What follows belongs to an exercise in optimizing a design on an open flow for small area, a short achievable clock period and few clock cycles; a production flow would make more cautious choices.
Where RTL was checked, it was by simulation tests only, not by an equivalence proof against the original.
Function not checked in runs 1 to 3, 5 and 6: the RTL went through the layout flow alone.
Power figures rest on the tool's default switching activity, not on a simulated workload.

--- flow/flow/run.sh ---
#!/bin/bash
set -uo pipefail
here=$(pwd)
export BUFFER_PORTS_ARGS="-buffer_cell sky130_fd_sc_hd__buf_1"
export CTS_ARGS="-sink_clustering_enable -repair_clock_nets -dont_use_dummy_load -sink_clustering_size 14 -sink_clustering_max_diameter 50 -buf_list sky130_fd_sc_hd__clkbuf_8"
export IO_CONSTRAINTS="$here/flow/io.tcl"
bash standard.sh > standard.log 2>&1
--- flow/flow/io.tcl ---
# Keep the FIFO handshake pins and the output handshake next to each other, so the
# paths from an empty flag to its read enable stay short.
set ctl {vlan_empty vlan_rd_en phv_empty phv_rd_en phv[384] head_empty head_rd_en head_last[0] head_last[1] body_empty body_rd_en body_last out_ready out_valid}
set_io_pin_constraint -pin_names $ctl -region right:180-220
--- flow/standard.sh ---
#!/bin/bash
# synth_recipe.tcl (not shown) runs the flow's synth.tcl, then flattens the netlist and writes it again
# the make line also repeats each setting of config.mk as NAME=value (left out here)
make -C /OpenROAD-flow-scripts/flow DESIGN_CONFIG=/design/flow/config.mk WORK_HOME=/design/flow/orfs CLKGATE_MAP_FILE= SYNTH_SCRIPT=/design/flow/synth_recipe.tcl "${@:-finish}"
--- flow/config.mk ---
export PLATFORM = sky130hd
export DESIGN_NAME = deparser_top
export DESIGN_NICKNAME = deparser_top
export VERILOG_FILES = /design/flow/design.v
export SDC_FILE = /design/flow/constraint.sdc
export NUM_CORES = 8
export LEC_CHECK = 0
export CAP_MARGIN = 20
export CORE_MARGIN = 2
export CORE_UTILIZATION = 40
export CTS_BUF_LIST = sky130_fd_sc_hd__clkbuf_8
export CTS_CLUSTER_DIAMETER = 50
export CTS_CLUSTER_SIZE = 14
export SETUP_SLACK_MARGIN = 5.0
export SLEW_MARGIN = 20
export SYNTH_HIERARCHICAL = 1
export SYNTH_MINIMUM_KEEP_SIZE = 1000000
--- flow/constraint.sdc ---
create_clock -name core_clock -period 9.0 [get_ports {clk}]
set_input_delay 1.8000 -clock core_clock [delete_from_list [all_inputs] [get_ports {clk}]]
set_output_delay 1.8000 -clock core_clock [all_outputs]
set_load 0.01 [all_outputs]
--- flow/design.v ---
`default_nettype none
package deparser_pkg;
	typedef logic [8*8-1:0] seg_data_t;
	typedef logic [8-1:0] seg_keep_t;
	typedef logic [16*8-1:0] head_data_t;  
	typedef logic [16-1:0] head_keep_t;
	typedef logic [16/8-1:0] head_last_t;
	typedef logic [385-1:0] phv_t;
	typedef logic [12-1:0] vlan_id_t;
	typedef logic [$clog2(32)-1:0] table_addr_t;
	typedef logic [4*16-1:0] act_entry_t;  
	typedef logic [16-1:0] parse_act_t;
	typedef logic [1:0] field_kind_t;  
	typedef logic [47:0] field_val_t;
	typedef logic [6:0] byte_off_t;
	typedef enum logic [3:0] {IDLE, WAIT_RAM, START, PATCH, FLUSH_SEG0, FLUSH_SEG1,
		FLUSH_BODY, DROP_HEAD, DROP_BODY} depar_state_t;
	typedef enum logic [1:0] {WAIT_HDR, WAIT_ADDR, WAIT_DATA, FLUSH_REST} ctrl_state_t;
	typedef enum logic [1:0] {SEL_SEG0, SEL_SEG1, SEL_BODY} out_sel_t;
endpackage
`default_nettype wire
`timescale 1ns/1ps
`default_nettype none
module act_table_loader
(
	input wire clk,
	input wire aresetn,
	input deparser_pkg::seg_data_t ctrl_data,
	input wire ctrl_valid,
	input wire ctrl_last,
	output logic wr_en,
	output deparser_pkg::table_addr_t wr_addr,
	output logic [31:0] wr_data
);
	deparser_pkg::ctrl_state_t state;
	deparser_pkg::act_entry_t data_rev;
	logic [31:0] acts, acts_q;
	always_comb begin
		for (int i = 0; i < 8; i++)
			data_rev[8*i +: 8] = ctrl_data[8*(8-1-i) +: 8];
	end
	always_comb begin
		for (int a = 0; a < 4; a++) begin
			acts[8*a+6 +: 2] = (data_rev[16*(3-a)] && data_rev[16*(3-a)+10 +: 3] == 3'b000) ?
				data_rev[16*(3-a)+1 +: 2] : 2'b00;
			acts[8*a+4 +: 2] = data_rev[16*(3-a)+3 +: 2];
			acts[8*a +: 4] = data_rev[16*(3-a)+6 +: 4];
		end
	end
	always_comb begin
		int n;
		wr_data = '0;
		n = 0;
		for (int a = 0; a < 4; a++) begin
			if (acts_q[8*a+6 +: 2] != 2'b00) begin
				wr_data[8*n +: 8] = acts_q[8*a +: 8];
				n = n + 1;
			end
		end
	end
	always_ff @(posedge clk) begin
		if (!aresetn) begin
			state <= deparser_pkg::WAIT_HDR;
			wr_en <= 1'b0;
		end else begin
			wr_en <= ctrl_valid && state == deparser_pkg::WAIT_DATA;
			if (ctrl_valid) begin
				case (state)
					deparser_pkg::WAIT_HDR: if (!ctrl_last) state <= deparser_pkg::WAIT_ADDR;
					deparser_pkg::WAIT_ADDR: begin
						if (ctrl_data[2:0] == 3'b101 && !ctrl_last)
							state <= deparser_pkg::WAIT_DATA;
						else
							state <= ctrl_last ? deparser_pkg::WAIT_HDR : deparser_pkg::FLUSH_REST;
					end
					deparser_pkg::WAIT_DATA:
						state <= ctrl_last ? deparser_pkg::WAIT_HDR : deparser_pkg::FLUSH_REST;
					deparser_pkg::FLUSH_REST: if (ctrl_last) state <= deparser_pkg::WAIT_HDR;
				endcase
			end
		end
	end
	always_ff @(posedge clk) begin
		if (ctrl_valid && state == deparser_pkg::WAIT_ADDR)
			wr_addr <= ctrl_data[8 +: $clog2(32)];
		acts_q <= acts;
	end
endmodule
`default_nettype wire
`timescale 1ns/1ps
`default_nettype none
module act_table_ram
(
	input wire clk,
	input wire wr_en,
	input deparser_pkg::table_addr_t wr_addr,
	input wire [31:0] wr_data,
	input deparser_pkg::table_addr_t rd_addr,
	output logic [31:0] rd_data
);
	logic [31:0] mem [32];
	always_ff @(posedge clk) begin
		if (wr_en)
			mem[wr_addr] <= wr_data;
	end
	always_comb begin
		rd_data = '0;
		for (int i = 0; i < 32; i++)
			rd_data = rd_data | ({32{rd_addr == i}} & mem[i]);
	end
endmodule
`default_nettype wire
`timescale 1ns/1ps
`default_nettype none
module field_extract
(
	input deparser_pkg::phv_t phv,
	input wire [7:0] act,  
	output deparser_pkg::seg_data_t data,
	output deparser_pkg::head_keep_t wmask
);
	localparam int BASE_4B = 4 * 16;
	localparam int BASE_6B = BASE_4B + 4 * 32;
	logic [1:0] kind, idx;
	logic [3:0] off;
	logic [47:0] left;
	deparser_pkg::seg_data_t ordered;
	logic [5:0] span;
	assign kind = act[7:6];
	assign idx = act[5:4];
	assign off = act[3:0];
	always_comb begin
		left = '0;
		case (kind)
			2'b01: left[47:32] = phv[16*idx +: 16];
			2'b10: left[47:16] = phv[BASE_4B + 32*idx +: 32];
			default: left = phv[BASE_6B + 48*idx +: 48];
		endcase
		ordered = '0;
		for (int j = 0; j < 6; j++)
			ordered[8*j +: 8] = left[8*(5-j) +: 8];
		case (kind)
			2'b01: span = 6'b000011;
			2'b10: span = 6'b001111;
			2'b11: span = 6'b111111;
			default: span = 6'b000000;
		endcase
	end
	assign data = ({ordered, ordered} << (8*off[2:0])) >> 64;
	assign wmask = 16'(span) << off;
endmodule
`default_nettype wire
`timescale 1ns/1ps
`default_nettype none
module head_buffer
(
	input wire seg,
	input deparser_pkg::head_data_t ov,
	input deparser_pkg::head_keep_t ov_mask,
	input deparser_pkg::head_data_t head_data,
	output deparser_pkg::seg_data_t seg_data
);
	always_comb begin
		for (int p = 0; p < 8; p++) begin
			if (seg)
				seg_data[8*p +: 8] = ov_mask[8+p] ? ov[64 + 8*p +: 8] : head_data[64 + 8*p +: 8];
			else
				seg_data[8*p +: 8] = ov_mask[p] ? ov[8*p +: 8] : head_data[8*p +: 8];
		end
	end
endmodule
`default_nettype wire
`timescale 1ns/1ps
`default_nettype none
`default_nettype wire
`timescale 1ns/1ps
`default_nettype none
module deparser_top
(
	input wire clk,
	input wire aresetn,
	input deparser_pkg::phv_t phv,
	input wire phv_empty,
	output logic phv_rd_en,
	input deparser_pkg::vlan_id_t vlan_id,
	input wire vlan_empty,
	output logic vlan_rd_en,
	input deparser_pkg::head_data_t head_data,
	input deparser_pkg::head_keep_t head_keep,
	input deparser_pkg::head_last_t head_last,
	input wire head_empty,
	output logic head_rd_en,
	input deparser_pkg::seg_data_t body_data,
	input deparser_pkg::seg_keep_t body_keep,
	input wire body_last,
	input wire body_empty,
	output logic body_rd_en,
	output deparser_pkg::seg_data_t out_data,
	output deparser_pkg::seg_keep_t out_keep,
	output logic out_last,
	output logic out_valid,
	input wire out_ready,
	input deparser_pkg::seg_data_t ctrl_data,
	input wire ctrl_valid,
	input wire ctrl_last
);
	logic wr_en;
	deparser_pkg::table_addr_t wr_addr;
	logic [31:0] wr_data, lookup;
	deparser_pkg::table_addr_t rd_addr;
	act_table_loader u_loader (.clk(clk), .aresetn(aresetn), .ctrl_data(ctrl_data),
		.ctrl_valid(ctrl_valid), .ctrl_last(ctrl_last), .wr_en(wr_en), .wr_addr(wr_addr),
		.wr_data(wr_data));
	act_table_ram u_ram (.clk(clk), .wr_en(wr_en), .wr_addr(wr_addr), .wr_data(wr_data),
		.rd_addr(rd_addr), .rd_data(lookup));
	logic [31:0] e0, e0_n;
	deparser_pkg::table_addr_t i1;
	logic ev0, ev1, ev0_n, ev1_n;
	logic j0v, j0d, j1v, j1d, j0v_n, j0d_n, j1v_n, j1d_n;
	deparser_pkg::head_data_t ov0, ov1;
	deparser_pkg::head_keep_t om0, om1;
	logic full0, full1, drop0, drop1, wp, rp, pe_act, seg_q;
	logic full0_n, full1_n, drop0_n, drop1_n, wp_n, rp_n, seg_n, kd_n, ks_n;
	logic pe_ok;   
	logic pe_fin;  
	logic k_send;  
	logic k_go;    
	logic k_seg0;  
	logic b_drop;  
	logic b_fwd1;  
	logic enq_e, deq_e, pe_go, pe_step, pe_done;
	logic b_pop, b_done, b_fwd, j_enq, j_enq_d;
	logic hasbody, last_seg, h_out, consume;
	deparser_pkg::seg_data_t pdata, patched;
	deparser_pkg::head_keep_t pcover;
	assign vlan_rd_en = !vlan_empty && !ev1;
	assign enq_e = vlan_rd_en;
	assign phv_rd_en = !phv_empty && (pe_fin || (pe_ok && phv[384]));
	assign pe_done = phv_rd_en;
	assign deq_e = pe_done;
	assign pe_go = pe_ok && !phv_empty;
	assign pe_step = pe_go;
	assign hasbody = head_last == 2'b00;
	assign last_seg = seg_q || head_last[0];
	assign h_out = !head_empty && out_ready && k_send;
	assign consume = !head_empty && out_ready && (k_go || (k_seg0 && head_last[0]));
	assign head_rd_en = consume;
	assign j_enq = consume && hasbody;
	assign j_enq_d = !k_send;
	assign b_pop = !body_empty && (b_drop || (b_fwd1 && out_ready));
	assign body_rd_en = b_pop;
	assign b_done = b_pop && body_last;
	assign b_fwd = b_pop && b_fwd1;
	assign rd_addr = ev1 ? i1 : vlan_id[8:4];
	always_comb begin
		ev0_n = ev1 || (ev0 && !deq_e) || enq_e;
		ev1_n = ev1 ? !deq_e : (ev0 && !deq_e && enq_e);
		if (ev1 ? deq_e : (!ev0 || deq_e))
			e0_n = lookup;
		else if (pe_step)
			e0_n = {8'h00, e0[31:8]};
		else
			e0_n = e0;
		j0v_n = j0v;
		j0d_n = j0d;
		j1v_n = j1v;
		j1d_n = j1d;
		if (b_done) begin
			j0v_n = j1v || j_enq;
			j0d_n = j1v ? j1d : j_enq_d;
			j1v_n = j1v && j_enq;
			j1d_n = j_enq_d;
		end else if (j_enq) begin
			if (j0v) begin
				j1v_n = 1'b1;
				j1d_n = j_enq_d;
			end else begin
				j0v_n = 1'b1;
				j0d_n = j_enq_d;
			end
		end
		wp_n = wp ^ pe_done;
		rp_n = rp ^ consume;
		full0_n = (pe_done && !wp) || (full0 && !(consume && !rp));
		full1_n = (pe_done && wp) || (full1 && !(consume && rp));
		drop0_n = (pe_done && !wp) ? phv[384] : drop0;
		drop1_n = (pe_done && wp) ? phv[384] : drop1;
		seg_n = h_out ? !last_seg : seg_q;
		kd_n = (rp_n ? full1_n && drop1_n : full0_n && drop0_n) && !j1v_n;
		ks_n = (rp_n ? full1_n && !drop1_n : full0_n && !drop0_n) && !j1v_n &&
			!(j0v_n && !j0d_n) && !(j1v_n && !j1d_n);
	end
	always_ff @(posedge clk) begin
		if (!aresetn) begin
			ev0 <= 1'b0;
			ev1 <= 1'b0;
			j0v <= 1'b0;
			j1v <= 1'b0;
			full0 <= 1'b0;
			full1 <= 1'b0;
			wp <= 1'b0;
			rp <= 1'b0;
			pe_act <= 1'b0;
			seg_q <= 1'b0;
			pe_ok <= 1'b0;
			pe_fin <= 1'b0;
			k_send <= 1'b0;
			k_go <= 1'b0;
			k_seg0 <= 1'b0;
			b_drop <= 1'b0;
			b_fwd1 <= 1'b0;
		end else begin
			ev0 <= ev0_n;
			ev1 <= ev1_n;
			j0v <= j0v_n;
			j1v <= j1v_n;
			full0 <= full0_n;
			full1 <= full1_n;
			wp <= wp_n;
			rp <= rp_n;
			if (pe_go)
				pe_act <= !pe_done;
			seg_q <= seg_n;
			pe_ok <= ev0_n && !(wp_n ? full1_n : full0_n);
			pe_fin <= ev0_n && !(wp_n ? full1_n : full0_n) && e0_n[15:14] == 2'b00;
			k_send <= ks_n;
			k_go <= kd_n || (ks_n && seg_n);
			k_seg0 <= ks_n && !seg_n;
			b_drop <= j0v_n && j0d_n;
			b_fwd1 <= j0v_n && !j0d_n;
		end
	end
	always_ff @(posedge clk) begin
		e0 <= e0_n;
		if (!ev1)
			i1 <= vlan_id[8:4];
		j0d <= j0d_n;
		j1d <= j1d_n;
		drop0 <= drop0_n;
		drop1 <= drop1_n;
	end
	field_extract u_fx (.phv(phv), .act(e0[7:0]), .data(pdata), .wmask(pcover));
	always_ff @(posedge clk) begin
		if (pe_ok && !wp) begin
			for (int k = 0; k < 16; k++) begin
				if (pcover[k])
					ov0[8*k +: 8] <= pdata[8*(k%8) +: 8];
				om0[k] <= pcover[k] || (pe_act && om0[k]);
			end
		end
		if (pe_ok && wp) begin
			for (int k = 0; k < 16; k++) begin
				if (pcover[k])
					ov1[8*k +: 8] <= pdata[8*(k%8) +: 8];
				om1[k] <= pcover[k] || (pe_act && om1[k]);
			end
		end
	end
	head_buffer u_head (.seg(seg_q), .ov(rp ? ov1 : ov0), .ov_mask(rp ? om1 : om0),
		.head_data(head_data), .seg_data(patched));
	always_ff @(posedge clk) begin
		out_data <= b_fwd1 ? body_data : patched;
		out_keep <= b_fwd1 ? body_keep : (seg_q ? head_keep[15:8] : head_keep[7:0]);
		out_last <= b_fwd1 ? body_last : (seg_q ? head_last[1] : head_last[0]);
	end
	always_ff @(posedge clk) begin
		if (!aresetn)
			out_valid <= 1'b0;
		else
			out_valid <= h_out || b_fwd;
	end
endmodule
`default_nettype wire
==> results.sh, run 1 <==
export IMPL_yosys_warnings=11
export IMPL_grt_ovfl_total=0
export IMPL_ir_worst_vdd_v=0.0001328
export IMPL_drc_errors=0
export IMPL_grt_max_degree=97
export IMPL_die_area_sq_mm=0.1584
export IMPL_hold_buffers=0
export IMPL_initial_core_util_pct=40.30
export IMPL_setup_violations_final=0
export IMPL_groute_usage_overall_pct=29.62
export IMPL_ys_seq_elements=1484
export IMPL_synth_compound_area_share_pct=10.75
export IMPL_synth_top_area_share_pct=65.16
export IMPL_clk_pin_slew_ps=70
export IMPL_core_sq_mm=0.1540
export IMPL_htree_levels=4
export IMPL_firstDrtPassIters=6
export IMPL_startpoint_type="input port"
export IMPL_dp_hpwl_microns=156500
export IMPL_fmax_ghz=0.2370
export IMPL_synthMuxAreaShare_pct=10.88
export IMPL_dp_cells=6568
export IMPL_worstPathRequired_ps=7200
export IMPL_drt_wl_total_microns=243500
export IMPL_tns_ps=0
export IMPL_cts_sinks=1484
export IMPL_viasPerCell=6.199
export IMPL_hold_path_class="flop to flop"
export IMPL_crit_family="buffers and inverters"
export IMPL_cpPeakStageDelay_ps=210
export IMPL_ant_nets=0
export IMPL_yosysSeqAreaShare_pct=69.58
export IMPL_drt_iter0_markers=6259
export IMPL_syn_nets=4652
export IMPL_slew_headroom_pct=21.08
export IMPL_swShare_pct=30.36
export IMPL_synthTopCellsByArea="edfxtp_1 65%, mux4_2 5.8%, mux2i_1 4.8%, dfxtp_1 4.4%, a22oi_1 4.2%"
export IMPL_seqPwrFrac_pct=54.2
export IMPL_finalCritPeriodShare_pct=46.88
export IMPL_num_vias=41930
export IMPL_power_density_mw_per_mm2=215.5
export IMPL_nFillCells=13720
export IMPL_antenna_found_initial=71
export IMPL_synth_edff_count=1347
export IMPL_grt_pass1_wl_microns=321200
export IMPL_fin_area_sq_mm=0.06967
export IMPL_die_y_microns=398.0
export IMPL_synth_top_family_by_area="multiplexers"
export IMPL_netlist_instances=3944
export IMPL_cts_tree="done"
export IMPL_final_cell_mix="1347 x edfxtp_1, 734 x buf_1, 348 x a22oi_1"
export IMPL_synth_adder_area_share_pct=0.4273
export IMPL_ys_types=74
export IMPL_finalNonFillerCells=6765
export IMPL_drive_above_1_share_pct=12.93
export IMPL_worstSetupPathType="input port to output port"
export IMPL_synth_xor_area_share_pct=0
export IMPL_tightestPinTransition_ps=1184
export IMPL_floorplan_rows=144
export IMPL_slowest_stage="buf_2"
export IMPL_p_sw_mw=4.558
export IMPL_leakage_nw=20.65
export IMPL_clk_latency_ps=900
export IMPL_ioPinCount=767
export IMPL_post_drt_wl_per_cell_microns=35.99
export IMPL_fin_skew_ps=94.43
export IMPL_utilization_pct=45.23
export IMPL_critPathMaxFanout=4
export IMPL_end_kind="output port"
export IMPL_rsz0062_at_grt="true"
export IMPL_cap_violations=0
export IMPL_syn_avg_cell_area_sq_um=15.74
export IMPL_final_max_slew_viol_count=0
export IMPL_fin_total_pwr_mw=15.01
export IMPL_synth_async_reset_ratio_pct=0
export IMPL_clock_path_buffers=3
export IMPL_placed_area_sq_mm=0.06719
export IMPL_area_growth_pct=12.23
export IMPL_place_port_buffers=743
export IMPL_grt_pass1_vias=38370
export IMPL_nets=5396
export IMPL_final_common_cell="edfxtp_1"
export IMPL_p_int_mw=10.45
export IMPL_p_comb_share_pct=22.0
export IMPL_die_width_microns=398.0
export IMPL_crit_arrival_ps=2420
export IMPL_synth_simple_gate_area_share_pct=5.903
export IMPL_numCtsBuffers=144
export IMPL_synth_main_ff_cell="edfxtp_1"
export IMPL_path_buf_inv=2
export IMPL_path_cells="clkbuf_2, a21oi_2, nor2_2, buf_2"
export IMPL_hold_viol_final=0
export IMPL_layout_min_cycle_time_ps=4219
export IMPL_yosys_area_top_type="edfxtp_1"
export IMPL_status="complete, no violations"
export IMPL_power_frac_clock_pct=23.8
export IMPL_synth_area_sq_mm=0.06208
export IMPL_gp_congestion=0.9630
export IMPL_cts_root_buf="clkbuf_8"
==> layout make-up <==
| cell class | count | area [sq um] | area share [%] |
|---|---|---|---|
| diodes | 35 | 87.58 | 0.1257 |
| clock buffers | 144 | 1982 | 2.845 |
| inverters | 29 | 108.9 | 0.1562 |
| multi-input cells | 2160 | 17880 | 25.67 |
| flip-flops and latches | 1484 | 43200 | 62.01 |
| well taps | 2044 | 2557 | 3.671 |
| repair buffers | 869 | 3846 | 5.521 |
==> per-layer routing <==
metal | GRT usage (%) | routed length (microns) | vias up
li1 | - | - | 17310
met1 | 41.79 | 98230 | 21390
met2 | 44.92 | 109700 | 2777
met3 | 8.436 | 29320 | 417
met4 | 7.447 | 6034 | 34
met5 | 1.846 | 236 | -
==> state kept, by name, indices dropped and copies added, names as in the netlist, 2 cells and up <==
register and cells:
u_ram.mem 1024, ov0 128, ov1 128, out_data 64
e0 32, u_loader.acts_q 32, om0 16, om1 16
out_keep 8, i1 5, u_loader.wr_addr 5, u_loader.state 2
==> logic make-up after synthesis <==
kind of cell | Yosys count
simple gates | 760
flops | 1484
fa+ha+maj | 21
mux | 473
buf+inv | 302
compound gates | 904
==> worst reg2reg max path: stages (launching register included) <==
cell      delay (ps)
edfxtp_1         440
buf_16           520
mux4_2           700
a221oi_1         690
nor2_1           300
mux2_2           390
a21oi_1          210
o21ai_1          260
==> path summary, 6_finish.rpt <==
path	from	end	slack [ps]	cells past startpoint
min reg2reg	j1d$_DFF_P_	j1d$_DFF_P_	510	1
min	j1d$_DFF_P_	j1d$_DFF_P_	510	1
max reg2reg	e0[4]$_DFFE_PP_	ov0[121]$_DFFE_PP_	5070	7
max	phv[384]	phv_rd_en	4780	4
==> power groups by stage <==
stage               clock (mW)  sequential (mW)  combinational, mW
floorplan                    0             8.18               1.94
global placement             0             8.28               3.18
detailed placement           0             8.29               3.23
CTS                       3.61             8.13               3.24
global route              3.85             8.15               3.49
finish                    3.57             8.14               3.31
==> through the flow <==
stage	setup WS, ps	hold slack, ps
floorplan	4759	461.0
global placement	4101	474.2
detailed placement	4038	489.3
CTS	4693	505.6
global route	4744	522.3
finish	4781	505.9
==> cell usage after synthesis, types with 5 or more instances <==
| cell | number |
|---|---|
| nand4bb_1 | 8 |
| nand3b_1 | 10 |
| a32oi_1 | 6 |
| nor4_1 | 16 |
| o21ai_1 | 6 |
| inv_1 | 27 |
| nand3_1 | 78 |
| nor2_1 | 196 |
| a221oi_1 | 65 |
| a21o_1 | 6 |
| a22o_1 | 82 |
| edfxtp_1 | 1347 |
| and4_1 | 6 |
| a22oi_1 | 348 |
| clkbuf_1 | 128 |
| mux2_2 | 15 |
| nor2b_1 | 8 |
| a222oi_1 | 41 |
| nand4_1 | 49 |
| buf_2 | 53 |
| nand2b_1 | 6 |
| or3b_2 | 5 |
| nand2_1 | 265 |
| a22oi_2 | 19 |
| and2_1 | 22 |
| or2_2 | 7 |
| nor4b_1 | 5 |
| buf_4 | 39 |
| buf_1 | 28 |
| mux4_2 | 160 |
| buf_6 | 24 |
| mux2i_1 | 298 |
| a22oi_4 | 14 |
| nor3_1 | 32 |
| o21ai_0 | 132 |
| a31oi_1 | 17 |
| or4b_4 | 5 |
| dfxtp_1 | 137 |
| ha_1 | 18 |
| nand4b_1 | 5 |
| a21oi_1 | 145 |
| and3_1 | 14 |
==> what timing repair did <==
| item | CTS | global route |
|---|---|---|
| buffers inserted | 11 | 5 |
| setup endpoints to repair | 509 | 453 |
| cloned | 1 | 1 |
| gates resized for setup | 47 | 28 |
| pin swaps | 8 | 5 |
==> inputs of run 2 (changes only) <==
--- a/flow/config.mk
+++ b/flow/config.mk
@@ -7,7 +7,7 @@
 export LEC_CHECK = 0
 export CAP_MARGIN = 20
 export CORE_MARGIN = 2
-export CORE_UTILIZATION = 40
+export CORE_UTILIZATION = 60
 export CTS_BUF_LIST = sky130_fd_sc_hd__clkbuf_8
 export CTS_CLUSTER_DIAMETER = 50
 export CTS_CLUSTER_SIZE = 14
==> results.sh, run 2 <==
export IMPL_status="complete, no violations"
export IMPL_synth_top_area_share_pct=65.16
export IMPL_final_cell_mix="1347 x edfxtp_1, 734 x buf_1, 348 x a22oi_1"
export IMPL_final_common_cell="edfxtp_1"
export IMPL_dp_hpwl_microns=154900
export IMPL_floorplan_rows=117
export IMPL_layout_setup_ws_ps=4794
export IMPL_leakage_nw=20.62
export IMPL_nFillCells=6577
export IMPL_grt_ovfl_total=0
export IMPL_end_kind="output port"
export IMPL_ir_worst_vdd_v=0.0001580
export IMPL_drt_iter0_markers=8601
export IMPL_synth_async_reset_ratio_pct=0
export IMPL_grt_pass1_wl_microns=319500
export IMPL_firstDrtPassIters=7
export IMPL_synth_edff_count=1347
export IMPL_synthTopCellsByArea="edfxtp_1 65%, mux4_2 5.8%, mux2i_1 4.8%, dfxtp_1 4.4%, a22oi_1 4.2%"
export IMPL_cts_root_buf="clkbuf_8"
export IMPL_post_drt_wl_per_cell_microns=39.02
export IMPL_num_vias=44310
export IMPL_groute_usage_overall_pct=43.70
export IMPL_rsz0062_at_grt="true"
export IMPL_yosys_warnings=11
export IMPL_yosys_area_top_type="edfxtp_1"
export IMPL_pre_cts_slack_ps=3900
export IMPL_hold_path_class="flop to flop"
export IMPL_synth_main_ff_cell="edfxtp_1"
export IMPL_htree_levels=4
export IMPL_multiInputGateArea_sq_mm=0.01793
export IMPL_cts_sinks=1484
export IMPL_slowest_stage="buf_2"
export IMPL_syn_nets=4652
export IMPL_nets=5396
export IMPL_path_cells="buf_2, a21oi_4, nor2_4, clkbuf_2"
export IMPL_die_y_microns=325.7
export IMPL_whs_path_depth=1
export IMPL_clk_latency_ps=870
export IMPL_die_width_microns=325.7
export IMPL_grt_max_degree=118
export IMPL_core_sq_mm=0.1022
export IMPL_top_regs="u_ram.mem (1024), ov0 (128), ov1 (128)"
export IMPL_crit_start="phv[384]"
export IMPL_cap_violations=0
export IMPL_cpPeakStageDelay_ps=180
export IMPL_cp_num_cells=4
export IMPL_finalCritPeriodShare_pct=46.74
export IMPL_crit_arrival_ps=2410
export IMPL_ys_types=74
export IMPL_initial_core_util_pct=60.75
export IMPL_hold_buffers=0
export IMPL_hold_viol_final=0
export IMPL_drt_wl_total_microns=237700
export IMPL_fmax_ghz=0.2377
export IMPL_netlist_instances=3944
export IMPL_min_from="drop0$_DFF_P_"
export IMPL_yosysSeqAreaShare_pct=69.58
export IMPL_largest_reg_flops=1024
export IMPL_seq_area_sq_mm=0.04320
export IMPL_gp_congestion=1.084
export IMPL_critPathMaxFanout=4
export IMPL_layout_min_cycle_time_ps=4206
export IMPL_grt_pass1_vias=41720
export IMPL_antenna_found_initial=60
export IMPL_viasPerCell=7.273
export IMPL_die_area_sq_mm=0.1061
export IMPL_place_port_buffers=743
export IMPL_r2r_cells=10
export IMPL_slew_headroom_pct=11.94
export IMPL_tightestPinTransition_ps=1284
export IMPL_drc_errors=0
export IMPL_worstPathRequired_ps=7200
export IMPL_drive_above_1_share_pct=12.93
export IMPL_clock_path_buffers=3
export IMPL_ys_seq_elements=1484
export IMPL_r2r_start="e0[7]$_DFFE_PP_"
export IMPL_fin_area_sq_mm=0.06877
export IMPL_yosys_cell_count_top_type="edfxtp_1"
export IMPL_synth_commonest_cells="1347 x edfxtp_1, 348 x a22oi_1, 298 x mux2i_1"
export IMPL_numCtsBuffers=133
export IMPL_area_growth_pct=10.77
export IMPL_fin_skew_ps=101.7
export IMPL_power_density_mw_per_mm2=216.4
export IMPL_setup_violations_final=0
export IMPL_worstSetupPathType="input port to output port"
export IMPL_ant_nets=0
export IMPL_clk_pin_slew_ps=90
export IMPL_crit_family="buffers and inverters"
export IMPL_path_buf_inv=2
export IMPL_regMostFlops="u_ram.mem"
export IMPL_tns_ps=0
export IMPL_startpoint_type="input port"
export IMPL_placed_area_sq_mm=0.06631
export IMPL_ioPinCount=767
export IMPL_cts_tree="done"
export IMPL_syn_avg_cell_area_sq_um=15.74
export IMPL_final_max_slew_viol_count=0
export IMPL_synth_area_sq_mm=0.06208
run 2: cell counts after synthesis:
Identical to the previous run, type by type.
run 2: stage by stage:
step,power [mW],instances,hold WS (ps),utilization [%]
floorplan,10.12,3944,461.0,-
global placement,11.39,5890,469.5,64.90
detailed placement,11.46,5890,478.0,64.90
CTS,14.69,6046,499.1,66.96
global route,15.16,6066,530.7,67.23
finish,14.88,6092,505.5,67.30
run 2: worst paths after layout:
kind              slack, ps            endpoint
setup / recovery       4790           phv_rd_en
hold / removal          510       drop0$_DFF_P_
setup reg to reg       5010  ov1[117]$_DFFE_PP_
hold reg to reg         510       drop0$_DFF_P_
run 2: layer usage:
metal / global-route usage, % / routed length (microns) / vias to the layer above
met5: 0 / 227 / -
met4: 23.81 / 17330 / 24
met3: 12.95 / 35670 / 1082
met2: 66.56 / 105400 / 4594
met1: 56.99 / 79070 / 21290
li1: - / - / 17320
run 2: cell families (layout without fill, tap and decap cells):
family / Yosys count / count (layout) / synth area share [%]
AND/OR/NAND/NOR: 760 / 760 / 5.903
other: 0 / 38 / 0
adder cells (fa/ha/maj): 21 / 21 / 0.4273
multiplexers: 473 / 473 / 10.88
AO/OA/AOI/OAI: 904 / 907 / 10.75
buffers and inverters: 302 / 1041 / 2.461
flip-flops: 1484 / 1484 / 69.58
run 2: layout make-up:
| class | instances | share of cell area (%) |
|---|---|---|
| diodes | 38 | 0.1383 |
| clock buffers | 133 | 2.662 |
| inverters | 29 | 0.1601 |
| multi-input cells | 2161 | 26.08 |
| flip-flops and latches | 1484 | 62.83 |
| well taps | 1368 | 2.489 |
| repair buffers | 879 | 5.650 |
run 2: report_power, final:
| part | total, mW | internal (mW) | switching (mW) |
|---|---|---|---|
| clock network | 3.40 | 1.32 | 2.08 |
| logic | 3.34 | 1.07 | 2.27 |
| registers | 8.15 | 7.96 | 0.191 |
run 2: timing repair:
item | 4_1_cts | 5_1_grt
setup buffers | 22 | 5
gates resized for setup | 40 | 38
cloned | 1 | 2
hold endpoints to repair | 0 | 0
pin swaps | 10 | 5
setup endpoints to repair | 656 | 659
==> inputs of run 3 (changes only) <==
--- a/flow/config.mk
+++ b/flow/config.mk
@@ -7,11 +7,11 @@
 export LEC_CHECK = 0
 export CAP_MARGIN = 20
 export CORE_MARGIN = 2
-export CORE_UTILIZATION = 60
+export CORE_UTILIZATION = 40
 export CTS_BUF_LIST = sky130_fd_sc_hd__clkbuf_8
 export CTS_CLUSTER_DIAMETER = 50
 export CTS_CLUSTER_SIZE = 14
-export SETUP_SLACK_MARGIN = 5.0
+export SETUP_SLACK_MARGIN = 4.85
 export SLEW_MARGIN = 20
 export SYNTH_HIERARCHICAL = 1
 export SYNTH_MINIMUM_KEEP_SIZE = 1000000
==> results.sh, run 3 <==
export IMPL_swShare_pct=30.27
export IMPL_initial_core_util_pct=40.30
export IMPL_die_area_sq_mm=0.1584
export IMPL_nFillCells=13640
export IMPL_synth_main_ff_cell="edfxtp_1"
export IMPL_synth_async_reset_ratio_pct=0
export IMPL_grt_max_degree=97
export IMPL_area_growth_pct=12.03
export IMPL_setup_violations_final=0
export IMPL_hold_viol_final=0
export IMPL_whs_path_depth=2
export IMPL_cpPeakStageDelay_ps=210
export IMPL_drt_wl_total_microns=245100
export IMPL_layout_min_cycle_time_ps=4293
export IMPL_cts_sinks=1484
export IMPL_dp_hpwl_microns=158600
export IMPL_slowest_stage="clkbuf_2"
export IMPL_ioPinCount=767
export IMPL_ir_worst_vdd_v=0.0001625
export IMPL_tightestPinTransition_ps=1239
export IMPL_clk_pin_slew_ps=50
export IMPL_p_int_mw=10.45
export IMPL_largest_reg_flops=1024
export IMPL_grt_pass1_vias=38080
export IMPL_grt_pass1_wl_microns=324400
export IMPL_ys_types=74
export IMPL_ant_nets=0
export IMPL_groute_usage_overall_pct=30.00
export IMPL_placed_area_sq_mm=0.06720
export IMPL_yosysSeqAreaShare_pct=69.58
export IMPL_die_y_microns=398.0
export IMPL_numCtsBuffers=144
export IMPL_regMostFlops="u_ram.mem"
export IMPL_drt_iter0_markers=6181
export IMPL_hold_buffers=0
export IMPL_clock_path_buffers=3
export IMPL_nets=5391
export IMPL_place_port_buffers=743
export IMPL_synthTopCellsByArea="edfxtp_1 65%, mux4_2 5.8%, mux2i_1 4.8%, dfxtp_1 4.4%, a22oi_1 4.2%"
export IMPL_p_comb_share_pct=21.9
export IMPL_crit_arrival_ps=2490
export IMPL_path_cells="buf_1, a21oi_2, nor2_4, clkbuf_2"
export IMPL_status="complete, no violations"
export IMPL_core_sq_mm=0.1540
export IMPL_multiInputGateArea_sq_mm=0.01786
export IMPL_min_from="pe_act$_SDFFE_PN0P_"
export IMPL_holdPathEnd="pe_act$_SDFFE_PN0P_"
export IMPL_floorplan_rows=144
export IMPL_final_cell_mix="1347 x edfxtp_1, 736 x buf_1, 348 x a22oi_1"
export IMPL_r2r_end="ov1[79]$_DFFE_PP_"
export IMPL_synth_area_sq_mm=0.06208
export IMPL_htree_levels=4
export IMPL_rrSetupSlack_ps=4900
export IMPL_cts_root_buf="clkbuf_8"
export IMPL_yosys_area_top_type="edfxtp_1"
export IMPL_leakage_nw=20.59
export IMPL_viasPerCell=6.221
export IMPL_tns_ps=0
export IMPL_worstPathRequired_ps=7200
export IMPL_cap_violations=0
export IMPL_final_common_cell="edfxtp_1"
export IMPL_drc_errors=0
export IMPL_firstDrtPassIters=8
export IMPL_power_frac_clock_pct=23.8
export IMPL_yosys_cell_count_top_type="edfxtp_1"
export IMPL_num_vias=42030
export IMPL_final_max_slew_viol_count=0
export IMPL_antenna_found_initial=74
export IMPL_seqPwrFrac_pct=54.3
export IMPL_netlist_instances=3944
export IMPL_p_sw_mw=4.534
export IMPL_r2r_start="e0[7]$_DFFE_PP_"
export IMPL_critPathMaxFanout=4
export IMPL_fmax_ghz=0.2329
export IMPL_synth_edff_count=1347
export IMPL_finalCritPeriodShare_pct=47.71
export IMPL_top_regs="u_ram.mem (1024), ov0 (128), ov1 (128)"
export IMPL_fin_area_sq_mm=0.06954
export IMPL_ys_seq_elements=1484
export IMPL_hold_path_class="flop to flop"
export IMPL_syn_nets=4652
export IMPL_power_density_mw_per_mm2=215.4
export IMPL_post_drt_wl_per_cell_microns=36.27
export IMPL_fin_skew_ps=112.0
export IMPL_rsz0062_at_grt="true"
export IMPL_die_width_microns=398.0
export IMPL_startpoint_type="input port"
export IMPL_synth_top_area_share_pct=65.16
export IMPL_grt_ovfl_total=0
export IMPL_end_kind="output port"
export IMPL_slew_headroom_pct=17.40
export IMPL_syn_avg_cell_area_sq_um=15.74
export IMPL_r2r_cells=10
export IMPL_cts_tree="done"
export IMPL_clk_latency_ps=950
export IMPL_worstSetupPathType="input port to output port"
export IMPL_yosys_warnings=11
export IMPL_seq_area_sq_mm=0.04320
export IMPL_gp_congestion=0.9634
export IMPL_synth_commonest_cells="1347 x edfxtp_1, 348 x a22oi_1, 298 x mux2i_1"
export IMPL_drive_above_1_share_pct=12.65
## run 3: layout make-up
class / instances / area share [%]
tap: 2044 / 3.677
inverter: 29 / 0.1565
sequential: 1484 / 62.12
timing repair buffer: 864 / 5.394
clock buffer: 144 / 2.850
antenna: 32 / 0.1151
multi-input combinational: 2160 / 25.68
## run 3: power groups by stage
stage | clock network [mW] | registers (mW) | logic (mW)
final | 3.57 | 8.13 | 3.28
after global placement | 0 | 8.28 | 3.17
after global routing | 3.83 | 8.15 | 3.46
after detailed placement | 0 | 8.28 | 3.21
after floorplan | 0 | 8.18 | 1.94
after CTS | 3.60 | 8.13 | 3.22
## run 3: how the worst max path moves through the flow
stage	start	endpoint	slack, ps	depth (start not counted)
after floorplan	u_loader.acts_q[14]$_SDFF_PN0_	u_ram.mem[0][0]$_DFFE_PP_	4760	11
after global placement	vlan_id[6]	e0[31]$_DFFE_PP_	3880	9
after detailed placement	vlan_id[5]	pe_fin$_SDFF_PN0_	3860	9
after CTS	phv[384]	phv_rd_en	4470	4
after global routing	phv[384]	phv_rd_en	4640	4
final	phv[384]	phv_rd_en	4710	4
## run 3: critical path, delay by kind of cell
kind            cells  cell delay, ps
compound gates      1             130
simple gates        1             170
buf+inv             2             400
## run 3: timing repair
| item | CTS | global route |
|---|---|---|
| pin swaps | 7 | 3 |
| gates cloned | 2 | 0 |
| setup endpoints to repair | 478 | 398 |
| buffers inserted | 8 | 5 |
| endpoints found under the hold margin | 0 | 0 |
| gates resized for setup | 31 | 15 |
## run 3: per-stage QoR
step / utilization (%) / std cells / total power [mW] / hold WS [ps] / worst slack [ps]
finish: 45.14 / 6757 / 14.98 / 497.4 / 4707
global route: 45.10 / 6732 / 15.44 / 511.9 / 4636
CTS: 45.01 / 6720 / 14.95 / 504.1 / 4466
detailed placement: 43.62 / 6566 / 11.49 / 488.0 / 3857
global placement: 43.60 / 6566 / 11.45 / 477.8 / 3876
floorplan: - / 3944 / 10.12 / 461.0 / 4759
## run 3: cell families (layout without fill, tap and decap cells)
logic type               Yosys count  count (layout)  synth area share, %
flip-flops                      1484            1484                69.58
adder cells (fa/ha/maj)           21              21               0.4273
AND/OR/NAND/NOR                  760             760                5.903
AO/OA/AOI/OAI                    904             906                10.75
multiplexers                     473             473                10.88
other                              0              32                    0
buffers and inverters            302            1037                2.461
## run 3: per-layer routing
layer	track usage, %	vias to the layer above	part of all wire, %
met5	0	-	0.14
met4	7.238	44	2.2
met3	8.391	357	12
met2	45.25	2713	45
met1	42.94	21630	40
li1	-	17290	-
==> inputs of run 4 (changes only) <==
--- a/flow/design.v
+++ b/flow/design.v
@@ -83,7 +83,8 @@
 	always_ff @(posedge clk) begin
 		if (ctrl_valid && state == deparser_pkg::WAIT_ADDR)
 			wr_addr <= ctrl_data[8 +: $clog2(32)];
-		acts_q <= acts;
+		if (ctrl_valid && state == deparser_pkg::WAIT_DATA)
+			acts_q <= acts;
 	end
 endmodule
 `default_nettype wire
@@ -92,21 +93,38 @@
 module act_table_ram
 (
 	input wire clk,
+	input wire aresetn,
 	input wire wr_en,
 	input deparser_pkg::table_addr_t wr_addr,
 	input wire [31:0] wr_data,
 	input deparser_pkg::table_addr_t rd_addr,
 	output logic [31:0] rd_data
 );
-	logic [31:0] mem [32];
+	logic [31:0] pos0 [32/2];
+	logic [31:0] pos1 [32/2];
+	logic ph, pend, land;
+	deparser_pkg::table_addr_t rd_slot;
+	assign land = (wr_en || pend) && wr_addr[0] == !ph;
 	always_ff @(posedge clk) begin
-		if (wr_en)
-			mem[wr_addr] <= wr_data;
+		ph <= !ph;
+		for (int k = 0; k < 32/2; k++) begin
+			pos1[k] <= pos0[k];
+			pos0[k] <= (land && wr_addr[4:1] == k) ? wr_data : pos1[k];
+		end
 	end
+	always_ff @(posedge clk) begin
+		if (!aresetn)
+			pend <= 1'b0;
+		else
+			pend <= (wr_en || pend) && !land;
+	end
+	assign rd_slot = {rd_addr[4:1], rd_addr[0] ^ ph};
 	always_comb begin
 		rd_data = '0;
-		for (int i = 0; i < 32; i++)
-			rd_data = rd_data | ({32{rd_addr == i}} & mem[i]);
+		for (int k = 0; k < 32/2; k++) begin
+			rd_data = rd_data | ({32{rd_slot == 5'(2*k)}} & pos0[k]);
+			rd_data = rd_data | ({32{rd_slot == 5'(2*k+1)}} & pos1[k]);
+		end
 	end
 endmodule
 `default_nettype wire
@@ -211,7 +229,7 @@
 	act_table_loader u_loader (.clk(clk), .aresetn(aresetn), .ctrl_data(ctrl_data),
 		.ctrl_valid(ctrl_valid), .ctrl_last(ctrl_last), .wr_en(wr_en), .wr_addr(wr_addr),
 		.wr_data(wr_data));
-	act_table_ram u_ram (.clk(clk), .wr_en(wr_en), .wr_addr(wr_addr), .wr_data(wr_data),
+	act_table_ram u_ram (.clk(clk), .aresetn(aresetn), .wr_en(wr_en), .wr_addr(wr_addr), .wr_data(wr_data),
 		.rd_addr(rd_addr), .rd_data(lookup));
 	logic [31:0] e0, e0_n;
 	deparser_pkg::table_addr_t i1;
--- a/flow/config.mk
+++ b/flow/config.mk
@@ -11,7 +11,7 @@
 export CTS_BUF_LIST = sky130_fd_sc_hd__clkbuf_8
 export CTS_CLUSTER_DIAMETER = 50
 export CTS_CLUSTER_SIZE = 14
-export SETUP_SLACK_MARGIN = 4.85
+export SETUP_SLACK_MARGIN = 5.0
 export SLEW_MARGIN = 20
 export SYNTH_HIERARCHICAL = 1
 export SYNTH_MINIMUM_KEEP_SIZE = 1000000
==> results.sh, run 4 <==
export IMPL_synth_top_area_share_pct=39.52
export IMPL_crit_arrival_ps=2330
export IMPL_grt_pass1_vias=42660
export IMPL_cap_violations=0
export IMPL_rsz0062_at_grt="true"
export IMPL_drt_iter0_markers=5956
export IMPL_clk_latency_ps=920
export IMPL_place_port_buffers=743
export IMPL_multiInputGateArea_sq_mm=0.02247
export IMPL_ant_nets=0
export IMPL_fmax_ghz=0.2423
export IMPL_tns_ps=0
export IMPL_yosys_cell_count_top_type="dfxtp_1"
export IMPL_final_common_cell="dfxtp_1"
export IMPL_yosysSeqAreaShare_pct=58.13
export IMPL_numCtsBuffers=141
export IMPL_yosys_warnings=13
export IMPL_cts_sinks=1486
export IMPL_drc_errors=0
export IMPL_synth_edff_count=355
export IMPL_grt_pass1_wl_microns=323900
export IMPL_final_max_slew_viol_count=0
export IMPL_dp_hpwl_microns=152500
export IMPL_grt_ovfl_total=0
export IMPL_slew_headroom_pct=27.22
export IMPL_synth_commonest_cells="1131 x dfxtp_1, 840 x nand2_1, 657 x o21ai_0"
export IMPL_htree_levels=4
export IMPL_startpoint_type="input port"
export IMPL_synth_async_reset_ratio_pct=0
export IMPL_worstPathRequired_ps=7200
export IMPL_syn_avg_cell_area_sq_um=11.10
export IMPL_antenna_found_initial=53
export IMPL_clk_pin_slew_ps=80
export IMPL_cts_root_buf="clkbuf_8"
export IMPL_syn_nets=5869
export IMPL_synth_main_ff_cell="dfxtp_1"
export IMPL_seq_area_sq_mm=0.03331
export IMPL_die_y_microns=382.4
export IMPL_drt_wl_total_microns=236500
export IMPL_top_regs="u_ram.pos0 (512), u_ram.pos1 (512)"
export IMPL_finalNonFillerCells=7667
export IMPL_rrSetupSlack_ps=5120
export IMPL_num_vias=45950
export IMPL_ys_seq_elements=1486
export IMPL_post_drt_wl_per_cell_microns=30.85
export IMPL_placed_area_sq_mm=0.06162
export IMPL_hold_ws_ps=241.8
export IMPL_layout_min_cycle_time_ps=4128
export IMPL_viasPerCell=5.993
export IMPL_area_growth_pct=11.97
export IMPL_leakage_nw=22.84
export IMPL_worstSetupPathType="input port to output port"
export IMPL_dp_cells=7491
export IMPL_drive_above_1_share_pct=10.10
export IMPL_gp_congestion=0.9413
export IMPL_end_kind="output port"
export IMPL_synthTopCellsByArea="dfxtp_1 40%, edfxtp_1 19%, mux4_2 6.5%, o21ai_0 5.7%, nand2_1 5.5%"
export IMPL_tightestPinTransition_ps=1092
export IMPL_final_cell_mix="1128 x dfxtp_1, 826 x nand2_1, 732 x buf_1"
export IMPL_yosys_area_top_type="dfxtp_1"
export IMPL_finalCritPeriodShare_pct=45.86
export IMPL_clock_path_buffers=3
export IMPL_fin_skew_ps=164.0
export IMPL_nets=6472
export IMPL_die_width_microns=382.4
export IMPL_groute_usage_overall_pct=31.01
export IMPL_ioPinCount=767
export IMPL_hold_path_class="flop to flop"
export IMPL_status="complete, no violations"
export IMPL_die_area_sq_mm=0.1463
export IMPL_ir_worst_vdd_v=0.0001287
export IMPL_netlist_instances=5161
export IMPL_firstDrtPassIters=7
export IMPL_core_sq_mm=0.1419
export IMPL_cts_tree="done"
export IMPL_power_density_mw_per_mm2=215.7
export IMPL_initial_core_util_pct=40.36
export IMPL_ys_types=84
export IMPL_synth_area_sq_mm=0.05729
export IMPL_critPathMaxFanout=3
export IMPL_fin_area_sq_mm=0.06414
export IMPL_nFillCells=13560
export IMPL_floorplan_rows=138
export IMPL_fin_total_pwr_mw=13.84
export IMPL_grt_max_degree=103
export IMPL_setup_violations_final=0
export IMPL_hold_viol_final=0
==> run 4: through the flow <==
stage	setup WS [ps]	utilization [%]
floorplan	5022	-
global placement	3345	43.41
detailed placement	3259	43.41
CTS	4873	45.04
global route	4870	45.18
finish	4872	45.19
==> run 4: logic make-up after synthesis <==
family          after synthesis  share of synthesized area [%]
fa+ha+maj                    21                         0.4630
simple gates               1305                          9.914
xor+xnor                      1                        0.01529
compound gates             1411                          15.87
flops                      1486                          58.13
mux                         489                          12.20
buf+inv                     448                          3.403
==> run 4: critical path, stage by stage <==
cell,delay [ps]
buf_8,100
a21o_1,160
and2_4,140
buf_6,120
==> run 4: final cells by class <==
cell class	count	area share [%]
sequential	1486	51.94
multi-input combinational	3231	35.04
timing repair buffer	864	6.020
tap	1890	3.687
clock buffer	141	3.025
inverter	40	0.2380
antenna	15	0.05852
==> run 4: what timing repair did <==
item                       CTS  global route
setup endpoints to repair  326           454
gates resized for setup     62            39
buffers inserted            13             3
hold buffers                 0             0
cloned                       2             2
pin swaps                   10             3
==> run 4: power breakdown <==
part / internal (mW) / leakage (nW) / switching [mW]
logic: 0.904 / 9.39 / 1.92
registers: 7.27 / 12.4 / 0.179
clock network: 1.40 / 1.01 / 2.17
total: 9.57 / 22.8 / 4.27
==> run 4: path summary, 6_finish.rpt <==
path / depth (start not counted) / from / endpoint
setup / recovery: 4 / out_ready / body_rd_en
hold / removal: 0 / u_ram.pos0[1][31]$_DFF_P_ / u_ram.pos1[1][31]$_DFF_P_
setup reg to reg: 8 / e0[5]$_DFFE_PP_ / ov0[34]$_DFFE_PP_
hold reg to reg: 0 / u_ram.pos0[1][31]$_DFF_P_ / u_ram.pos1[1][31]$_DFF_P_
==> run 4: layer usage <==
metal,wire [microns],track usage [%]
met1,99580,43.91
met2,102100,46.67
met3,27330,8.295
met4,7304,8.384
met5,206,0
Testbench counts of run 4, summed over its fixed seeds: cycles 7,778.
==> inputs of run 5 (changes only) <==
--- a/flow/design.v
+++ b/flow/design.v
@@ -232,8 +232,8 @@
 	act_table_ram u_ram (.clk(clk), .aresetn(aresetn), .wr_en(wr_en), .wr_addr(wr_addr), .wr_data(wr_data),
 		.rd_addr(rd_addr), .rd_data(lookup));
 	logic [31:0] e0, e0_n;
-	deparser_pkg::table_addr_t i1;
-	logic ev0, ev1, ev0_n, ev1_n;
+	deparser_pkg::table_addr_t iq0, iq1;
+	logic iv0, iv1, ev0, ev0_n, e_load;
 	logic j0v, j0d, j1v, j1d, j0v_n, j0d_n, j1v_n, j1d_n;
 	deparser_pkg::head_data_t ov0, ov1;
 	deparser_pkg::head_keep_t om0, om1;
@@ -251,7 +251,7 @@
 	logic hasbody, last_seg, h_out, consume;
 	deparser_pkg::seg_data_t pdata, patched;
 	deparser_pkg::head_keep_t pcover;
-	assign vlan_rd_en = !vlan_empty && !ev1;
+	assign vlan_rd_en = !vlan_empty && !iv1;
 	assign enq_e = vlan_rd_en;
 	assign phv_rd_en = !phv_empty && (pe_fin || (pe_ok && phv[384]));
 	assign pe_done = phv_rd_en;
@@ -269,11 +269,11 @@
 	assign body_rd_en = b_pop;
 	assign b_done = b_pop && body_last;
 	assign b_fwd = b_pop && b_fwd1;
-	assign rd_addr = ev1 ? i1 : vlan_id[8:4];
+	assign rd_addr = iq0;
+	assign e_load = iv0 && (!ev0 || deq_e);
 	always_comb begin
-		ev0_n = ev1 || (ev0 && !deq_e) || enq_e;
-		ev1_n = ev1 ? !deq_e : (ev0 && !deq_e && enq_e);
-		if (ev1 ? deq_e : (!ev0 || deq_e))
+		ev0_n = e_load || (ev0 && !deq_e);
+		if (e_load)
 			e0_n = lookup;
 		else if (pe_step)
 			e0_n = {8'h00, e0[31:8]};
@@ -311,7 +311,8 @@
 	always_ff @(posedge clk) begin
 		if (!aresetn) begin
 			ev0 <= 1'b0;
-			ev1 <= 1'b0;
+			iv0 <= 1'b0;
+			iv1 <= 1'b0;
 			j0v <= 1'b0;
 			j1v <= 1'b0;
 			full0 <= 1'b0;
@@ -329,7 +330,8 @@
 			b_fwd1 <= 1'b0;
 		end else begin
 			ev0 <= ev0_n;
-			ev1 <= ev1_n;
+			iv0 <= iv1 || (iv0 && !e_load) || enq_e;
+			iv1 <= iv1 ? !e_load : (iv0 && !e_load && enq_e);
 			j0v <= j0v_n;
 			j1v <= j1v_n;
 			full0 <= full0_n;
@@ -350,8 +352,10 @@
 	end
 	always_ff @(posedge clk) begin
 		e0 <= e0_n;
-		if (!ev1)
-			i1 <= vlan_id[8:4];
+		if (iv1 ? e_load : (!iv0 || e_load))
+			iq0 <= iv1 ? iq1 : vlan_id[8:4];
+		if (!iv1)
+			iq1 <= vlan_id[8:4];
 		j0d <= j0d_n;
 		j1d <= j1d_n;
 		drop0 <= drop0_n;
==> results.sh, run 5 <==
export IMPL_synth_area_sq_mm=0.05707
export IMPL_yosys_warnings=13
export IMPL_cpPeakStageDelay_ps=160
export IMPL_cap_violations=0
export IMPL_antenna_found_initial=99
export IMPL_nFillCells=13450
export IMPL_syn_avg_cell_area_sq_um=11.22
export IMPL_cts_sinks=1492
export IMPL_synth_simple_gate_area_share_pct=9.669
export IMPL_hold_path_class="flop to flop"
export IMPL_grt_max_degree=97
export IMPL_fin_area_sq_mm=0.06369
export IMPL_synth_commonest_cells="1132 x dfxtp_1, 837 x nand2_1, 621 x o21ai_0"
export IMPL_crit_arrival_ps=2340
export IMPL_leakage_nw=22.40
export IMPL_rsz0062_at_grt="true"
export IMPL_final_common_cell="dfxtp_1"
export IMPL_synth_edff_count=360
export IMPL_synth_compound_area_share_pct=14.93
export IMPL_netlist_instances=5088
export IMPL_viasPerCell=5.925
export IMPL_final_max_slew_viol_count=0
export IMPL_ant_nets=0
export IMPL_slew_headroom_pct=26.50
export IMPL_slowest_stage="a21o_1"
export IMPL_synth_async_reset_ratio_pct=0
export IMPL_synth_top_family_by_area="compound AO/OA/AOI/OAI gates"
export IMPL_path_buf_inv=2
export IMPL_num_vias=45030
export IMPL_top_regs="u_ram.pos0 (512), u_ram.pos1 (512)"
export IMPL_synth_xor_area_share_pct=0.04604
export IMPL_nets=6394
export IMPL_dp_hpwl_microns=168000
export IMPL_numCtsBuffers=142
export IMPL_drt_iter0_markers=6021
export IMPL_path_cells="buf_8, a21o_1, nor2b_4, buf_6"
export IMPL_cts_tree="done"
export IMPL_placed_area_sq_mm=0.06140
export IMPL_clk_latency_ps=890
export IMPL_fmax_ghz=0.2414
export IMPL_die_area_sq_mm=0.1457
export IMPL_drc_errors=0
export IMPL_synth_adder_area_share_pct=0.4473
export IMPL_drt_wl_total_microns=247300
export IMPL_synthTopCellsByArea="dfxtp_1 40%, edfxtp_1 19%, mux2i_1 6.2%, mux4_2 6.2%, nand2_1 5.5%"
export IMPL_grt_pass1_wl_microns=333200
export IMPL_setup_violations_final=0
export IMPL_ys_types=78
export IMPL_end_kind="output port"
export IMPL_grt_pass1_vias=41980
export IMPL_hold_ws_ps=298.9
export IMPL_worstPathRequired_ps=7200
export IMPL_ys_seq_elements=1492
export IMPL_crit_family="buffers and inverters"
export IMPL_die_width_microns=381.7
export IMPL_yosys_area_top_type="dfxtp_1"
export IMPL_critPathMaxFanout=2
export IMPL_gp_congestion=0.9626
export IMPL_ioPinCount=767
export IMPL_grt_ovfl_total=0
export IMPL_firstDrtPassIters=7
export IMPL_clk_pin_slew_ps=80
export IMPL_core_sq_mm=0.1416
export IMPL_dp_cells=7420
export IMPL_startpoint_type="input port"
export IMPL_yosys_cell_count_top_type="dfxtp_1"
export IMPL_tns_ps=0
export IMPL_synth_top_area_share_pct=39.71
export IMPL_status="complete, no violations"
export IMPL_initial_core_util_pct=40.31
export IMPL_final_cell_mix="1129 x dfxtp_1, 829 x nand2_1, 735 x buf_1"
export IMPL_drive_above_1_share_pct=9.236
export IMPL_worstSetupPathType="input port to output port"
export IMPL_groute_usage_overall_pct=32.68
export IMPL_synth_main_ff_cell="dfxtp_1"
export IMPL_finalNonFillerCells=7599
export IMPL_fin_skew_ps=124.6
export IMPL_htree_levels=4
export IMPL_die_y_microns=381.7
export IMPL_clock_path_buffers=3
export IMPL_synthMuxAreaShare_pct=12.95
export IMPL_post_drt_wl_per_cell_microns=32.55
export IMPL_ir_worst_vdd_v=0.0001140
export IMPL_area_growth_pct=11.61
export IMPL_place_port_buffers=743
export IMPL_tightestPinTransition_ps=1101
export IMPL_yosysSeqAreaShare_pct=58.65
export IMPL_syn_nets=5796
export IMPL_power_density_mw_per_mm2=192.4
export IMPL_cts_root_buf="clkbuf_8"
export IMPL_hold_viol_final=0
export IMPL_finalCritPeriodShare_pct=46.03
export IMPL_floorplan_rows=138
export IMPL_layout_min_cycle_time_ps=4143
-- run 5: cell count changes after synthesis, sizes merged, moves of 15 or more --
cell	delta
a2bb2oi	+15
nand4	+37
a21oi	-27
a31oi	-16
and3	-26
a22o	-56
mux2i	+46
nor2	-34
nor4	-18
a221oi	-41
a22oi	+28
-- run 5: path summary, 6_finish.rpt --
kind,slack (ps),from,cells past startpoint,end
worst min-delay path,300,u_ram.pos0[13][13]$_DFF_P_,0,u_ram.pos1[13][13]$_DFF_P_
worst max register to register,5000,u_ram.ph$_DFF_P_,8,pe_fin$_SDFF_PN0_
worst max-delay path,4860,phv[384],4,phv_rd_en
worst min register to register,300,u_ram.pos0[13][13]$_DFF_P_,0,u_ram.pos1[13][13]$_DFF_P_
-- run 5: kinds of logic after synthesis --
group	after synthesis
buffers and inverters	435
multiplexers	532
flip-flops	1492
AO/OA/AOI/OAI	1347
XOR/XNOR	3
AND/OR/NAND/NOR	1259
adder cells (fa/ha/maj)	20
-- run 5: timing repair --
action | in CTS | in global routing
setup buffers | 6 | 4
setup endpoints to repair | 48 | 174
hold buffers | 0 | 0
pin swaps | 5 | 3
gates cloned | 0 | 1
gates resized for setup | 35 | 14
-- run 5: final cells by class --
| class | instances | area [sq um] | share of cell area, % |
|---|---|---|---|
| flip-flops and latches | 1492 | 33480 | 52.57 |
| multi-input cells | 3161 | 21930 | 34.43 |
| repair buffers | 862 | 3790 | 5.950 |
| well taps | 1890 | 2365 | 3.713 |
| clock buffers | 142 | 1954 | 3.069 |
| inverters | 27 | 105.1 | 0.1650 |
| diodes | 25 | 62.56 | 0.09822 |
-- run 5: per-stage QoR --
| stage | util (%) | total power, mW | setup slack, ps |
|---|---|---|---|
| final | 44.98 | 12.25 | 4857 |
| after global routing | 44.96 | 12.59 | 4851 |
| after CTS | 44.86 | 12.24 | 4873 |
| after detailed placement | 43.36 | 8.807 | 4211 |
| after global placement | 43.36 | 8.790 | 4218 |
| after floorplan | - | 8.060 | 5024 |
-- run 5: per-layer routing --
metal | global-route usage [%] | vias up | wire (microns)
met4 | 9.682 | 44 | 7112
met2 | 49.10 | 2405 | 108400
met5 | 0 | - | 281
met1 | 46.52 | 22370 | 107900
li1 | - | 19780 | -
met3 | 7.996 | 421 | 23680
-- run 5: power by group --
group	switching, mW	internal, mW
clock	2.13	1.40
sequential	0.0972	7.07
combinational	1.06	0.497
==> inputs of run 6 (changes only) <==
--- a/flow/design.v
+++ b/flow/design.v
@@ -246,15 +246,16 @@
 	logic k_seg0;  
 	logic b_drop;  
 	logic b_fwd1;  
+	logic o_nfin, o_nok, o_ngo, o_nseg0, o_nbd, o_nbf, o_niv1;
 	logic enq_e, deq_e, pe_go, pe_step, pe_done;
 	logic b_pop, b_done, b_fwd, j_enq, j_enq_d;
 	logic hasbody, last_seg, h_out, consume;
 	deparser_pkg::seg_data_t pdata, patched;
 	deparser_pkg::head_keep_t pcover;
-	assign vlan_rd_en = !vlan_empty && !iv1;
-	assign enq_e = vlan_rd_en;
-	assign phv_rd_en = !phv_empty && (pe_fin || (pe_ok && phv[384]));
-	assign pe_done = phv_rd_en;
+	assign vlan_rd_en = !vlan_empty && o_niv1;
+	assign enq_e = !vlan_empty && !iv1;
+	assign phv_rd_en = !phv_empty && (!o_nfin || (!o_nok && phv[384]));
+	assign pe_done = !phv_empty && (pe_fin || (pe_ok && phv[384]));
 	assign deq_e = pe_done;
 	assign pe_go = pe_ok && !phv_empty;
 	assign pe_step = pe_go;
@@ -262,11 +263,11 @@
 	assign last_seg = seg_q || head_last[0];
 	assign h_out = !head_empty && out_ready && k_send;
 	assign consume = !head_empty && out_ready && (k_go || (k_seg0 && head_last[0]));
-	assign head_rd_en = consume;
+	assign head_rd_en = !head_empty && out_ready && (!o_ngo || (!o_nseg0 && head_last[0]));
 	assign j_enq = consume && hasbody;
 	assign j_enq_d = !k_send;
 	assign b_pop = !body_empty && (b_drop || (b_fwd1 && out_ready));
-	assign body_rd_en = b_pop;
+	assign body_rd_en = !body_empty && (!o_nbd || (!o_nbf && out_ready));
 	assign b_done = b_pop && body_last;
 	assign b_fwd = b_pop && b_fwd1;
 	assign rd_addr = iq0;
@@ -328,6 +329,13 @@
 			k_seg0 <= 1'b0;
 			b_drop <= 1'b0;
 			b_fwd1 <= 1'b0;
+			o_nfin <= 1'b1;
+			o_nok <= 1'b1;
+			o_ngo <= 1'b1;
+			o_nseg0 <= 1'b1;
+			o_nbd <= 1'b1;
+			o_nbf <= 1'b1;
+			o_niv1 <= 1'b1;
 		end else begin
 			ev0 <= ev0_n;
 			iv0 <= iv1 || (iv0 && !e_load) || enq_e;
@@ -348,6 +356,13 @@
 			k_seg0 <= ks_n && !seg_n;
 			b_drop <= j0v_n && j0d_n;
 			b_fwd1 <= j0v_n && !j0d_n;
+			o_nfin <= !(ev0_n && !(wp_n ? full1_n : full0_n) && e0_n[15:14] == 2'b00);
+			o_nok <= !(ev0_n && !(wp_n ? full1_n : full0_n));
+			o_ngo <= !(kd_n || (ks_n && seg_n));
+			o_nseg0 <= !(ks_n && !seg_n);
+			o_nbd <= !(j0v_n && j0d_n);
+			o_nbf <= !(j0v_n && !j0d_n);
+			o_niv1 <= !(iv1 ? !e_load : (iv0 && !e_load && enq_e));
 		end
 	end
 	always_ff @(posedge clk) begin
==> results.sh, run 6 <==
export IMPL_p_int_mw=8.901
export IMPL_synth_commonest_cells="1139 x dfxtp_1, 910 x nand2_1, 628 x o21ai_0"
export IMPL_synth_main_ff_cell="dfxtp_1"
export IMPL_setup_violations_final=0
export IMPL_synth_top_area_share_pct=39.73
export IMPL_num_vias=45430
export IMPL_seq_area_sq_mm=0.03362
export IMPL_layout_min_cycle_time_ps=4125
export IMPL_finalCritPeriodShare_pct=45.83
export IMPL_maxUsedRoutingLayer="met5"
export IMPL_hold_path_class="flop to flop"
export IMPL_yosys_cell_count_top_type="dfxtp_1"
export IMPL_path_buf_inv=2
export IMPL_post_drt_wl_per_cell_microns=30.08
export IMPL_dp_hpwl_microns=154300
export IMPL_slew_headroom_pct=13.28
export IMPL_groute_usage_overall_pct=30.25
export IMPL_drt_iter0_markers=5434
export IMPL_gp_congestion=0.9472
export IMPL_netlist_instances=5160
export IMPL_tightestPinTransition_ps=1299
export IMPL_finalNonFillerCells=7665
export IMPL_fmax_ghz=0.2424
export IMPL_grt_max_degree=97
export IMPL_multiInputGateArea_sq_mm=0.02234
export IMPL_yosysSeqAreaShare_pct=58.57
export IMPL_clk_latency_ps=890
export IMPL_viasPerCell=5.927
export IMPL_seqPwrFrac_pct=59.0
export IMPL_initial_core_util_pct=40.43
export IMPL_rsz0062_at_grt="true"
export IMPL_power_frac_clock_pct=29.2
export IMPL_nets=6460
export IMPL_grt_pass1_vias=41860
export IMPL_layout_setup_ws_ps=4875
export IMPL_p_comb_share_pct=11.8
export IMPL_end_kind="output port"
export IMPL_grt_pass1_wl_microns=317700
export IMPL_cpPeakStageDelay_ps=190
export IMPL_clk_pin_slew_ps=90
export IMPL_power_density_mw_per_mm2=188.5
export IMPL_slowest_stage="a21oi_2"
export IMPL_clock_path_buffers=3
export IMPL_cts_root_buf="clkbuf_8"
export IMPL_critPathMaxFanout=4
export IMPL_synth_async_reset_ratio_pct=0
export IMPL_core_sq_mm=0.1419
export IMPL_swShare_pct=26.41
export IMPL_die_y_microns=382.8
export IMPL_top_regs="u_ram.pos0 (512), u_ram.pos1 (512)"
export IMPL_worstPathRequired_ps=7200
export IMPL_yosys_area_top_type="dfxtp_1"
export IMPL_grt_ovfl_total=0
export IMPL_crit_arrival_ps=2320
export IMPL_final_max_slew_viol_count=0
export IMPL_nFillCells=13470
export IMPL_drc_errors=0
export IMPL_dp_cells=7497
export IMPL_fin_skew_ps=139.8
export IMPL_path_cells="buf_6, nand2b_1, a21oi_2, buf_4"
export IMPL_antenna_found_initial=39
export IMPL_crit_family="buffers and inverters"
export IMPL_tns_ps=0
export IMPL_syn_avg_cell_area_sq_um=11.12
export IMPL_synth_area_sq_mm=0.05739
export IMPL_htree_levels=4
export IMPL_ys_types=79
export IMPL_die_area_sq_mm=0.1465
export IMPL_wl_met3_microns=24570
export IMPL_ir_worst_vdd_v=0.0001351
export IMPL_final_cell_mix="1136 x dfxtp_1, 900 x nand2_1, 734 x buf_1"
export IMPL_hold_ws_ps=221.9
export IMPL_startpoint_type="input port"
export IMPL_hold_buffers=0
export IMPL_hold_viol_final=0
export IMPL_synth_edff_count=360
export IMPL_yosys_warnings=13
export IMPL_leakage_nw=22.25
export IMPL_area_growth_pct=11.80
export IMPL_syn_nets=5868
export IMPL_p_sw_mw=3.194
export IMPL_met2_length_microns=99130
export IMPL_numCtsBuffers=139
export IMPL_cts_sinks=1499
export IMPL_pre_cts_slack_ps=3933
export IMPL_drive_above_1_share_pct=9.270
export IMPL_status="complete, no violations"
export IMPL_worstSetupPathType="input port to output port"
export IMPL_fin_total_pwr_mw=12.10
export IMPL_firstDrtPassIters=6
export IMPL_ioPinCount=767
export IMPL_floorplan_rows=138
export IMPL_routedLengthMet1_microns=101500
export IMPL_ant_nets=0
export IMPL_place_port_buffers=743
export IMPL_cap_violations=0
export IMPL_cts_tree="done"
export IMPL_synthTopCellsByArea="dfxtp_1 40%, edfxtp_1 19%, mux2i_1 6.6%, mux4_2 6.3%, nand2_1 6.0%"
export IMPL_die_width_microns=382.8
export IMPL_drt_wl_total_microns=230600
export IMPL_final_common_cell="dfxtp_1"
export IMPL_ys_seq_elements=1499
run 6: changes by cell type in the layout (fill, tap and decap cells not counted), sizes merged, moves of 13 or more:
cell / change
o21ai: -28
mux2i: +24
a21oi: +27
o211ai: +20
a221oi: -13
mux2: +21
a22oi: -38
and2: -16
nor3: +23
nand2: +73
a222oi: +15
nand4: -27
run 6: what timing repair did:
| item | in CTS | in global routing |
|---|---|---|
| buffers inserted | 4 | 0 |
| endpoints found under the setup margin | 292 | 280 |
| resized for setup | 26 | 18 |
| pin swaps | 3 | 1 |
run 6: cells by family (layout without fill, tap and decap cells):
kind of cell             Yosys count  in the layout  share of synthesized area (%)
AND/OR/NAND/NOR                 1289           1289                          9.515
AO/OA/AOI/OAI                   1339           1339                          14.69
other                              0             25                              0
XOR/XNOR                           3              3                        0.05888
flip-flops                      1499           1499                          58.57
buffers and inverters            434           1024                          3.079
adder cells (fa/ha/maj)           20             20                         0.4448
multiplexers                     576            576                          13.64
run 6: worst register-to-register path: cells and delay by family, from the launching register on:
kind	cells	cell delay, ps
AO/OA/AOI/OAI	3	1280
flip-flops	1	470
multiplexers	2	980
AND/OR/NAND/NOR	1	280
buffers and inverters	1	620
run 6: final cells by class:
class | instances | share of cell area, %
clock buffers | 139 | 2.982
inverters | 33 | 0.1931
well taps | 1890 | 3.686
multi-input cells | 3227 | 34.82
repair buffers | 852 | 5.813
flip-flops and latches | 1499 | 52.41
diodes | 25 | 0.09751
run 6: metal layers:
metal | global-route usage, % | vias up
met5 | 0 | -
met1 | 44.33 | 22650
met2 | 44.69 | 2396
met3 | 7.729 | 359
met4 | 6.759 | 20
li1 | - | 20000
run 6: final timing paths:
kind,cells after the start,start,endpoint,slack [ps]
setup / recovery,4,phv[384],phv_rd_en,4880
hold / removal,0,u_ram.pos0[1][12]$_DFF_P_,u_ram.pos1[1][12]$_DFF_P_,220
setup reg to reg,7,e0[4]$_DFFE_PP_,ov1[56]$_DFFE_PP_,5110
hold reg to reg,0,u_ram.pos0[1][12]$_DFF_P_,u_ram.pos1[1][12]$_DFF_P_,220
run 6: power by group through the flow:
stage               Clock [mW]  Sequential (mW)  Combinational [mW]
floorplan                    0             7.24               0.753
global placement             0             7.28                1.37
detailed placement           0             7.29                1.38
CTS                       3.59             7.13                1.39
global route              3.83             7.14                1.49
finish                    3.53             7.13                1.43
run 6: stage by stage:
stage | instance area [sq um] | util [%]
2_1_floorplan | 57390 | -
4_1_cts | 64030 | 45.12
5_1_grt | 64100 | 45.16
6_report | 64160 | 45.21
3_3_place_gp | 61970 | 43.67
3_5_place_dp | 61980 | 43.67
